Context: an optimization exercise on an open-source flow, tuned for small area, a short achievable clock period and few clock cycles per item. The choices shown serve that exercise and are no tape-out recipe.
In this exercise RTL edits were held to simulation tests only and were not proved equivalent to the original.

==> inputs of v22 <==
Design lidar_polar_to_cartesian_unit, start of the top module:
module lidar_polar_to_cartesian_unit (
    input  logic        clk,
    input  logic        rst_n,
    input  logic        cfg_we,
    input  logic [1:0]  cfg_addr,
    input  logic [31:0] cfg_wdata,
    input  logic        s_axis_tvalid,
    output logic        s_axis_tready,
    input  logic [23:0] s_axis_tdata,
    input  logic        s_axis_tuser,
    input  logic        s_axis_tlast,
    output logic        m_axis_tvalid,
    input  logic        m_axis_tready,
    output logic [55:0] m_axis_tdata,
    output logic        m_axis_tuser,
    output logic        m_axis_tlast
);
    logic [31:0] cfg_start, cfg_step;
    logic [23:0] cfg_min, cfg_max;
    always_ff @(posedge clk or negedge rst_n)
    begin
        if (!rst_n)
        begin
            cfg_start <= '0;
            cfg_step  <= '0;
            cfg_min   <= '0;
            cfg_max   <= '1;
        end
        else if (cfg_we)
        begin
            case (cfg_addr)
                2'd0: cfg_start <= cfg_wdata;
                2'd1: cfg_step  <= cfg_wdata;
                2'd2: cfg_min   <= cfg_wdata[23:0];
                2'd3: cfg_max   <= cfg_wdata[23:0];
                default: ;
            endcase
        end
    end
    logic adv;           
    logic acc;
    logic rdy_q;         
    assign s_axis_tready = rdy_q;
    assign acc = s_axis_tvalid && adv;
    logic [31:0] beam_angle;
    logic        at_start;
    logic [31:0] cur_angle, next_angle;
    assign cur_angle = at_start ? cfg_start : beam_angle;
    lp2c_add #(.N(32)) u_angle_add (.a(cur_angle), .b(cfg_step), .cin(1'b0), .s(next_angle));
  ...
export LEC_CHECK = 0
export ABC_AREA = 1
export CAP_MARGIN = 20
export CORE_MARGIN = 2
export CORE_UTILIZATION = 55
export CTS_CLUSTER_DIAMETER = 70
export CTS_CLUSTER_SIZE = 25
export PLACE_DENSITY = 0.7
export SLEW_MARGIN = 20
create_clock -name core_clock -period 10.0 [get_ports {clk}]
standard.sh (not shown) runs the stock make flow with config.mk's settings and CLKGATE_MAP_FILE= SYNTH_SCRIPT=/design/flow/synth_recipe.tcl, a recipe that flattens the netlist after the stock synthesis.
==> flow/flow/run.sh <==
#!/bin/bash
# Own layout flow: the standard layout (standard.sh, unchanged synthesis and
# steps), with repair_timing asked to leave SETUP_SLACK_MARGIN ns of setup slack
# at the design's clock period, so that paths are sized for the period the
# design can reach rather than for the 10 ns constraint. The SDC, the clock
# period and every other setting stay the standard flow's.
set -euo pipefail
export SETUP_SLACK_MARGIN="${LP2C_SETUP_MARGIN:-6.5}"
bash standard.sh finish > standard_flow.log 2>&1
==> v15 (differences from v22) <==
--- a/flow/design.v
+++ b/flow/design.v
@@ -1245,14 +1245,19 @@
             k_vld <= k_vld_n;
             rdy_q <= !k_vld_n;
         end
     end
     assign adv = !k_vld;
-    always_ff @(posedge clk)
+    always_ff @(posedge clk or negedge rst_n)
     begin
-        if (pop || !m_vld)
+        if (!rst_n)
+            m_pt <= '0;
+        else if (pop || !m_vld)
             m_pt <= k_vld ? k_pt : pt;
+    end
+    always_ff @(posedge clk)
+    begin
         if (pop || !k_vld)
             k_pt <= pt;
     end
     assign m_axis_tvalid = m_vld;
     assign m_axis_tdata  = {6'd0, m_pt[49:0]};
CORE_UTILIZATION = 65   (was 55)
PLACE_DENSITY = 0.8   (was 0.7)
==> run_results.csv <==
group,metric,value,unit
global_routing,grt_start_max_net_pins,183,
detailed_routing,drt-met1-wl,178,mm
timing,worst_clock_skew,40.4,ps
detailed_routing,dr_wl_met2,221,mm
yosys,synth_adder_area_share,15.5,%
worst_setup_path,worstRegToRegCells,11,
final_layout,n_clock_buffer,201,
timing,final_critical_path_setup_slack,6440,ps
final_layout,clock_cell_area_share,3.10,%
run_status,outcome,"finished clean",
global_routing,grt.met2_usage,51.4,%
floorplanning,die_height,544,µm
placement,post-place-ws,5030,ps
(the above is from v15)
==> run_results.csv <==
group,metric,value,unit
detailed_routing,drt-met1-wl,178,mm
detailed_routing,dr_wl_met2,218,mm
final_layout,num-nonclk-inverters,2985,
detailed_routing,top_layer_used,"met5",
final_layout,area.growth.synth_to_final,8.74,%
worst_setup_path,crit_path_cell_trace,"buf_2",
global_routing,grt.met2_usage,43.8,%
timing,final_critical_path_setup_slack,6260,ps
yosys,synth_edf_count,2462,
worst_setup_path,arrival_time_reported_for_the_critical_path_endpoint,1740,ps
yosys,synth_adder_area_share,15.6,%
final_layout,n_clock_buffer,203,
run_status,outcome,"finished clean",
hold_path,timing.hold.worst_path_depth,0,
worst_setup_path,worstRegToRegCells,13,
floorplanning,die_height,590,µm
final_layout,clock_cell_area_share,3.25,%
clocking,path_clk_slew,90,ps
(the above is from v22)
Testbench counts of v22, summed over its fixed seeds: cycles 8,384, items 8,192.
Testbench counts of v15, summed over its fixed seeds: cycles 8,384, items 8,192.

---

==> run Y: inputs <==
lidar_polar_to_cartesian_unit, a different RTL version from the one above (not shown whole).
clock: 10.0 ns
lec_check: 0
abc_area: 1
cap_margin: 20
core_margin: 2
core_utilization: 40
slew_margin: 20
Scripts as last shown in full above: flow/flow/run.sh
==> inputs of run A, as changes to run Y <==
--- a/flow/design.v
+++ b/flow/design.v
@@ -73,12 +73,11 @@
             endcase
         end
     end
     logic adv;           
     logic acc;
-    logic rdy_q;         
-    assign s_axis_tready = rdy_q;
+    assign s_axis_tready = adv;
     assign acc = s_axis_tvalid && adv;
     logic [31:0] beam_angle;
     logic        at_start;
     logic [31:0] cur_angle, next_angle;
     assign cur_angle = at_start ? cfg_start : beam_angle;
@@ -1414,27 +1413,24 @@
     logic        m_vld, k_vld;
     logic [51:0] m_pt, k_pt;
     logic        push, pop;
     assign push = adv && vld[23];
     assign pop  = m_vld && m_axis_tready;
-    logic k_vld_n;
-    assign k_vld_n = (pop || !m_vld) ? (k_vld && push) : (k_vld || push);
     always_ff @(posedge clk or negedge rst_n)
     begin
         if (!rst_n)
         begin
             m_vld <= 1'b0;
             k_vld <= 1'b0;
-            rdy_q <= 1'b1;
         end
-        else
+        else if (pop || !m_vld)
         begin
-            if (pop || !m_vld)
-                m_vld <= k_vld || push;
-            k_vld <= k_vld_n;
-            rdy_q <= !k_vld_n;
+            m_vld <= k_vld || push;
+            k_vld <= k_vld && push;
         end
+        else
+            k_vld <= k_vld || push;
     end
     assign adv = !k_vld;
     always_ff @(posedge clk)
     begin
         if (pop || !m_vld)
==> flow/run.sh (new file) <==
#!/bin/bash
# synth_recipe.tcl (not shown) runs the flow's synth.tcl, then flattens the netlist and writes it again
# the make line also repeats each setting of config.mk as NAME=value (left out here)
make -C /OpenROAD-flow-scripts/flow DESIGN_CONFIG=/design/flow/config.mk WORK_HOME=/design/flow/orfs CLKGATE_MAP_FILE= SYNTH_SCRIPT=/design/flow/synth_recipe.tcl finish
ABC_AREA = unset   (was 1)
removed: flow/flow/run.sh
removed: flow/standard.sh
==> qor summary <==
metric	run A	run Y
Outcome	timing/DRC/antenna clean	timing/DRC/antenna clean
Final critical-path share of the clock period	0.571	0.370
CTS Buf Count	303	315
Fraction of layout cells with a size suffix above 1	0.0580	0.0574
Starting utilization of the core area	0.401	0.402
Cell count after placement	20,800	27,200
Post-synthesis share of cell area spent on full adders, half adders and majority gates	0.177	0.163
Fraction of standard cell area in multi-input logic	0.475	0.472
Post-Route WL	391 mm	447 mm
Clock buffer instance count of the final layout	374	376
R2r endpoint	y_17[39]	pa2[27]
Slew of the pin with the lowest slew margin	1.34 ns	1.07 ns
Critical Path Sink Type	register	primary output
Area of combinational cells with multiple inputs	91,100 um2	100,000 um2
Testbench counts of run Y, summed over its fixed seeds: cycles 8,384, items 8,192.
Testbench counts of run A, summed over its fixed seeds: cycles 8,384, items 8,192.

---

==> branch indigo: inputs <==
Another version of the RTL of lidar_polar_to_cartesian_unit (not shown whole).
Settings: LEC_CHECK=0, CAP_MARGIN=20, CORE_MARGIN=2, CORE_UTILIZATION=40, SLEW_MARGIN=20; clock period 10.0 ns.
==> flow/flow/run.sh <==
#!/bin/bash
# Own layout flow: the standard layout (standard.sh, unchanged synthesis and
# steps), with repair_timing asked to leave SETUP_SLACK_MARGIN ns of setup slack
# at the design's clock period, so that paths are sized for the period the
# design can reach rather than for the 10 ns constraint. The SDC, the clock
# period and every other setting stay the standard flow's.
set -euo pipefail
export SETUP_SLACK_MARGIN="${LP2C_SETUP_MARGIN:-6.2}"
bash standard.sh finish > standard_flow.log 2>&1
==> branch quartz: changes against branch indigo <==
CORE_UTILIZATION = 55   (was 40)
CTS_CLUSTER_DIAMETER = 80   (was unset)
CTS_CLUSTER_SIZE = 30   (was unset)
PLACE_DENSITY = 0.7   (was unset)
==> summary of the runs <==
- Between branch quartz and branch indigo, the lower clock skew is in branch indigo (gap 0.024 ns).
- Against branch indigo, the worst setup slack of branch quartz is worse by 0.10 ns.
- Between branch indigo and branch quartz, the lower non-clock buffer count is in branch quartz (gap 71).
- In branch quartz the sequential share of layout area is higher than in branch indigo, by 1.5 points.
- In sequential cell count, branch quartz and branch indigo do not differ.
- Of branch quartz and branch indigo, branch indigo has the higher hold slack (gap 0.0053 ns).
- In area after synthesis, branch indigo and branch quartz do not differ.
==> figures <==
| quantity | branch quartz | branch indigo |
|---|---|---|
| Worst hold margin | 0.403 ns | 0.408 ns |
| Origin of the worst min-delay path | z_3[1] | z_1[17] |
| Post-place setup slack | 3.50 ns | 3.48 ns |
| Fraction of area in clock buffers and inverters | 0.0276 | 0.0480 |
| Initial antenna violation count | 2 | 10 |
| Postcts setup bufs | 343 | 365 |
| Die height | 559 µm | 655 µm |
| Total area of multi-input combinational cells | 95400 µm² | 96100 µm² |
| Run status | complete, no violations | complete, no violations |
| WL met2 | 195000 µm | 198000 µm |
| Storage element area | 74100 µm² | 74100 µm² |
| Final worst path period share | 0.493 | 0.483 |
| Count of inserted antenna diode cells | 1 | 9 |
| Layout-to-synthesis area ratio | 1.149x | 1.194x |
| Via count of the first global-routing pass | 108165 | 109799 |
Testbench counts of branch indigo, summed over its fixed seeds: cycles 8,376, items 8,192.
Testbench counts of branch quartz, summed over its fixed seeds: cycles 8,376, items 8,192.

---

==> umber: inputs <==
Another version of the RTL of lidar_polar_to_cartesian_unit (not shown whole).
Settings: LEC_CHECK=0, ABC_AREA=1, CAP_MARGIN=20, CORE_MARGIN=2, CORE_UTILIZATION=70, CTS_CLUSTER_DIAMETER=70, CTS_CLUSTER_SIZE=25, PLACE_DENSITY=0.85, SLEW_MARGIN=20; clock period 10.0 ns.
==> flow/flow/run.sh <==
#!/bin/bash
# Own layout flow: the standard layout (standard.sh, unchanged synthesis and
# steps), with repair_timing asked to leave SETUP_SLACK_MARGIN ns of setup slack
# at the design's clock period, so that paths are sized for the period the
# design can reach rather than for the 10 ns constraint. The SDC, the clock
# period and every other setting stay the standard flow's.
set -euo pipefail
export SETUP_SLACK_MARGIN="${LP2C_SETUP_MARGIN:-6.5}"
bash standard.sh finish > standard_flow.log 2>&1
==> raven (differences from umber) <==
CORE_UTILIZATION = 55   (was 70)
PLACE_DENSITY = 0.7   (was 0.85)
==> results.txt <==
umber produced a clean layout. raven passed the timing, DRC and antenna checks.
Non-clock buffer count: raven is lower than umber (16).
Against umber, the critical path depth of raven is lower by 13.
Against umber, the clock skew of raven is lower by 0.0089 ns.
Between raven and umber, the lower clock-buffer cell count is in umber (gap 11).
In synthesized cell count, raven and umber do not differ.
Between umber and raven, the lower global-route usage is in raven (gap 7.9 points).
Testbench counts of umber, summed over its fixed seeds: cycles 8,384, items 8,192.
Testbench counts of raven, summed over its fixed seeds: cycles 8,384, items 8,192.

-- separate check: timing with driven ports --
No port has a modelled driver above. Below, the same layouts with a new extraction and two added sets of constraints. Step 1, drivers: a clkbuf_16 drives clk and a buf_2 each remaining input, both assumed. Step 2 also shifts input and output timing later by t, the mid clock arrival at the registers, as if the neighbouring blocks saw the same clock. a / b / c = no drivers / after step 1 / after step 2; a / b = the first two.
run | t (ns) | slack for setup (ns) | clock arrival spread, ns | pins driven straight from the clock port
v22 | 1.024 | 6.256 / 6.148 / 5.609 | 0.091 / 0.092 | 1
v15 | 1.002 | 6.439 / 6.335 / 5.658 | 0.046 / 0.045 | 1
run Y | 1.067 | 6.301 / 6.182 / 5.929 | 0.158 / 0.157 | 1
run A | 1.018 | 4.286 / 4.286 / 4.286 | 0.076 / 0.075 | 1
branch indigo | 1.032 | 5.172 / 5.172 / 5.172 | 0.070 / 0.070 | 1
branch quartz | 0.961 | 5.072 / 5.072 / 5.072 | 0.087 / 0.087 | 1
umber | 1.002 | 6.261 / 6.261 / 5.654 | 0.093 / 0.094 | 1
raven | 1.000 | 6.435 / 6.345 / 5.654 | 0.067 / 0.067 | 1
After both steps every run listed still meets setup and hold.
